This design comes from an exercise in tuning for small area, a short achievable clock period and few clock cycles per item on the open sky130 flow, not from production work.
In this exercise RTL edits were held to simulation tests only and were not proved equivalent to the original.
Power figures rest on the tool's default switching activity, not on a simulated workload.

Design wallace_mac, start of the top module:
module wallace_mac (
    input  wire        clk,
    input  wire        arst_n,
    input  wire        req,
    output logic       ack,
    input  wire [15:0] a,
    input  wire [15:0] b,
    input  wire [31:0] acc,
    input  wire        cin,
    output logic [32:0] result
);
    always_ff @(posedge clk or negedge arst_n) begin
        if (!arst_n) ack <= 1'b0;
        else         ack <= req;
    end
    wire pp_0_0;
    wire pp_0_1;
    wire pp_0_2;
    wire pp_0_3;
    wire pp_0_4;
    wire pp_0_5;
    wire pp_0_6;
    wire pp_0_7;
    wire pp_0_8;
    wire pp_0_9;
    wire pp_0_10;
    wire pp_0_11;
    wire pp_0_12;
    wire pp_0_13;
    wire pp_0_14;
    wire pp_0_15;
    wire pp_1_0;
    wire pp_1_1;
    wire pp_1_2;
    wire pp_1_3;
    wire pp_1_4;
    wire pp_1_5;
    wire pp_1_6;
    wire pp_1_7;
    wire pp_1_8;
    wire pp_1_9;
    wire pp_1_10;
    wire pp_1_11;
    wire pp_1_12;
    wire pp_1_13;
    wire pp_1_14;
    wire pp_1_15;
    wire pp_2_0;
    wire pp_2_1;
    wire pp_2_2;
    wire pp_2_3;
    wire pp_2_4;
    wire pp_2_5;
    wire pp_2_6;
    wire pp_2_7;
    wire pp_2_8;
    wire pp_2_9;
    wire pp_2_10;
    wire pp_2_11;
    wire pp_2_12;
    wire pp_2_13;
    wire pp_2_14;
    wire pp_2_15;
    wire pp_3_0;
    wire pp_3_1;
    wire pp_3_2;
    wire pp_3_3;
    wire pp_3_4;
    wire pp_3_5;
    wire pp_3_6;
    wire pp_3_7;
    wire pp_3_8;
    wire pp_3_9;
    wire pp_3_10;
    wire pp_3_11;
    wire pp_3_12;
    wire pp_3_13;
    wire pp_3_14;
    wire pp_3_15;
    wire pp_4_0;
    wire pp_4_1;
    wire pp_4_2;
    wire pp_4_3;
    wire pp_4_4;
    wire pp_4_5;
    wire pp_4_6;
    wire pp_4_7;
    wire pp_4_8;
    wire pp_4_9;
    wire pp_4_10;
    wire pp_4_11;
    wire pp_4_12;
    wire pp_4_13;
    wire pp_4_14;
    wire pp_4_15;
    wire pp_5_0;
    wire pp_5_1;
    wire pp_5_2;
  ...
Size: about 71 flip-flops, roughly 100 I/O pins.
export LEC_CHECK = 0
export CAP_MARGIN = 5
export CORE_MARGIN = 2
export CORE_UTILIZATION = 40
export CTS_BUF_LIST = sky130_fd_sc_hd__clkbuf_8
export SETUP_SLACK_MARGIN = 2.0
export SLEW_MARGIN = 5
export SYNTH_HIERARCHICAL = 1
export SYNTH_MINIMUM_KEEP_SIZE = 0
create_clock -name core_clock -period 6.0 [get_ports {clk}]
standard.sh (not shown) runs the stock make flow with config.mk's settings and CLKGATE_MAP_FILE= SYNTH_SCRIPT=/design/flow/synth_recipe.tcl, a recipe that flattens the netlist after the stock synthesis.
==> flow/flow/run.sh <==
#!/bin/bash
# The standard layout (the standard.sh: ORFS synthesis and place and route,
# unchanged), except that the port buffers that global placement inserts on
# every input and output use a plain buffer cell rather than the delay cell
# the resizer would pick by default.
set -euo pipefail
export BUFFER_PORTS_ARGS="-buffer_cell ${PORT_BUFFER:-sky130_fd_sc_hd__buf_2}"
bash standard.sh > standard_flow.log 2>&1
Testbench counts at the start, summed over its fixed seeds: cycles 16,000, items 8,000.
Edit:
Settings changed: CAP_MARGIN 5 to 20, PLACE_DENSITY set to 0.8, SLEW_MARGIN 5 to 20.
After rerunning:
- The changed run passed the timing, design-rule and antenna checks
- worst setup slack degrades by 0.026 ns
- die area stays the same
- sequential power barely changes
Edit:
Settings changed: PLACE_DENSITY 0.8 to not set, SETUP_SLACK_MARGIN 2.0 to 2.15.
Final area went up by 3.8%.
First-iteration DRC count went down by 25%.
Non-clock buffer count went up by 8.
Sequential cell count does not change.
Die area is unchanged.
Wire length went up by 4.0%.
Total power went up by 12%.
Via count went down by 1.6%.
Sequential power went up by about 0.9%.
Edit:
Settings changed: SETUP_SLACK_MARGIN 2.15 to 2.0.
After rerunning: The changed run ran to the end with no violations. Critical path depth falls by 3. Worst hold slack is worse by 0.010 ns. Routed wire length goes down by about 5%.


ember:
Starting RTL as in the previous note.
clock: 6.0 ns
lec_check: 0
cap_margin: 20
core_margin: 2
core_utilization: 40
cts_buf_list: sky130_fd_sc_hd__clkbuf_8
setup_slack_margin: 2.1
slew_margin: 20
synth_hierarchical: 1
synth_minimum_keep_size: 0
Scripts as last shown in full above: flow/flow/run.sh
ember finished end to end and its layout was clean on timing, DRC and antenna.
Testbench counts of ember, summed over its fixed seeds: cycles 16,000, items 8,000.
Relative to ember, the following input files were edited for indigo:
- SETUP_SLACK_MARGIN now 2.05, was 2.1
Notes after the runs:
- indigo finished end to end and its layout was clean on timing, DRC and antenna.
- Any difference in signed area change from the synthesized netlist to the final layout between indigo and ember is small enough to ignore.
- ember and indigo ended up with nearly the same fraction of area in clock buffers and inverters.
- As far as filler-free cell count of the finished design is concerned, indigo and ember perform about the same.
- Relative to ember, the detailed route wirelength on metal2 measured on indigo has decreased by a few percent.
- Between indigo and ember, it is indigo whose ratio of final minimum period to clock period is higher, by 0.35 points.
- Relative to ember, transition time at the pin with the least slew margin has gone up in indigo.
- indigo gives less worst-case headroom to the max-slew limit than ember did.
- indigo vs ember — overall routing resource usage dropped 0.94 points.
- Compared with ember, indigo degrades internal cell power.
- There was hardly any difference in vias after detailed routing between indigo and ember.
- Higher first-pass GRT wire length was reported by ember, not indigo.
> inputs changed (indigo -> yarrow)
==> flow/flow/run.sh <==
#!/bin/bash
# The standard layout (the standard.sh: ORFS synthesis, then place and
# route), with two changes to how the layout is made:
#  - the port buffers that global placement inserts on every input and output
#    use a plain buffer cell (buf_2) rather than the delay cell the resizer
#    would pick by default;
#  - after the standard synthesis, the a21oi and nand2 gates that ABC mapped at
#    drive strength 2 start at drive strength 1 (same function and pins); the
#    resizer sizes up again whatever timing needs.
# Each step's full output goes to its own log file in this folder (ORFS's own
# per-step logs stay under orfs/logs/).
set -euo pipefail
export BUFFER_PORTS_ARGS="-buffer_cell sky130_fd_sc_hd__buf_2"
R="$PWD/orfs/results/sky130hd/wallace_mac/base"
bash standard.sh "$R/1_2_yosys.v" > synth_flow.log 2>&1
sed -i -E 's/sky130_fd_sc_hd__(a21oi|nand2)_2 /sky130_fd_sc_hd__\1_1 /' "$R/1_2_yosys.v"
grep -c "sky130_fd_sc_hd__a21oi_1 \|sky130_fd_sc_hd__nand2_1 " "$R/1_2_yosys.v" > downsize.log 2>&1 || true
bash standard.sh > standard_flow.log 2>&1
==> comparison <==
- Routed metal-1 wirelength: yarrow and indigo compared, higher one is yarrow
- Sort yarrow and indigo by cell count, descending, and indigo comes first.
- The run with more routed wire is yarrow, not indigo.
- yarrow went all the way through the flow, and no timing, DRC or antenna check failed.
- The worst hold slack after final layout reported for yarrow is greater than that of indigo by 0.013 ns.
- Areal power density over the cells of yarrow exceeds that of indigo by a few percent.
- Delta (yarrow minus indigo): final net count comparable, floorplan die area now smaller, area of the multi-input gates fell by 51 µm², post-placement cell area went down by 2.6%, peak supply drop went down.
The inputs of onyx differ from those of yarrow as listed below.
- GPL_ROUTABILITY_DRIVEN: unset -> 0
- SETUP_SLACK_MARGIN: 2.05 -> 2.1
==> flow/flow/run.sh <==
#!/bin/bash
# The standard layout (the standard.sh: ORFS synthesis and place and route,
# unchanged), except that the port buffers that global placement inserts on
# every input and output use a plain buffer cell rather than the delay cell
# the resizer would pick by default.
set -euo pipefail
export BUFFER_PORTS_ARGS="-buffer_cell ${PORT_BUFFER:-sky130_fd_sc_hd__buf_2}"
bash standard.sh > standard_flow.log 2>&1
## What came out
- The run with more setup slack is onyx; yarrow has less.
- Sort onyx and yarrow by area of the core, descending, and onyx comes first.
- yarrow → onyx: number of tap instances +1.6%; number of buffers outside the clock class in the layout -1.9%; cell count after synthesis ~0 delta; layout cell share with drive strength beyond 1 +3.9 points; switching power share of the total +0.17 points.
- onyx -> yarrow: maximum level of the CTS H-tree delta 0, exact match
- Final non-filler cell area essentially unchanged between onyx and yarrow.
- Fraction of standard cell area that is sequential delta (onyx -> yarrow): insignificant

-- re-timing with driven ports --
In the flow no input, the clock included, has a driving cell. The finished layouts below were timed again as built, in two steps.
Step 1: set_driving_cell puts a clkbuf_16 on clk and a buf_2 on each other input, an assumption about the parent block.
Step 2 adds t to the input delays and takes it off the output delays; t is the mean of the earliest and latest rising clock arrival at the registers after step 1. Input paths then give back, and output paths get back, about the clock's delay inside the block.
a / b / c = no drivers / after step 1 / after step 2; a / b = the first two.
run | shift t [ns] | setup WS [ns] | latest minus earliest clock arrival (ns) | slew at the worst register clock pin (ns) | pins driven straight from the clock port
the first run of note 1 | 0.417 | 2.105 / 2.064 / 1.704 | 0.016 / 0.017 | 0.09 / 0.09 | 1
the second run of note 1 | 0.407 | 2.079 / 2.040 / 1.666 | 0.006 / 0.005 | 0.08 / 0.08 | 1
the third run of note 1 | 0.408 | 2.020 / 1.982 / 1.767 | 0.014 / 0.014 | 0.09 / 0.09 | 1
the fourth run of note 1 | 0.417 | 2.105 / 2.064 / 1.704 | 0.016 / 0.017 | 0.09 / 0.09 | 1
ember | 0.419 | 2.143 / 2.101 / 1.768 | 0.015 / 0.015 | 0.10 / 0.10 | 1
indigo | 0.417 | 2.122 / 2.079 / 1.721 | 0.017 / 0.017 | 0.09 / 0.09 | 1
yarrow | 0.407 | 2.034 / 1.994 / 1.702 | 0.013 / 0.013 | 0.09 / 0.09 | 1
onyx | 0.419 | 2.143 / 2.101 / 1.768 | 0.015 / 0.015 | 0.10 / 0.10 | 1
After both steps every run listed still meets setup and hold. The setup slack of the second run of note 1, which loses most, moves by -0.039 ns with the drivers and by -0.413 ns with both steps.
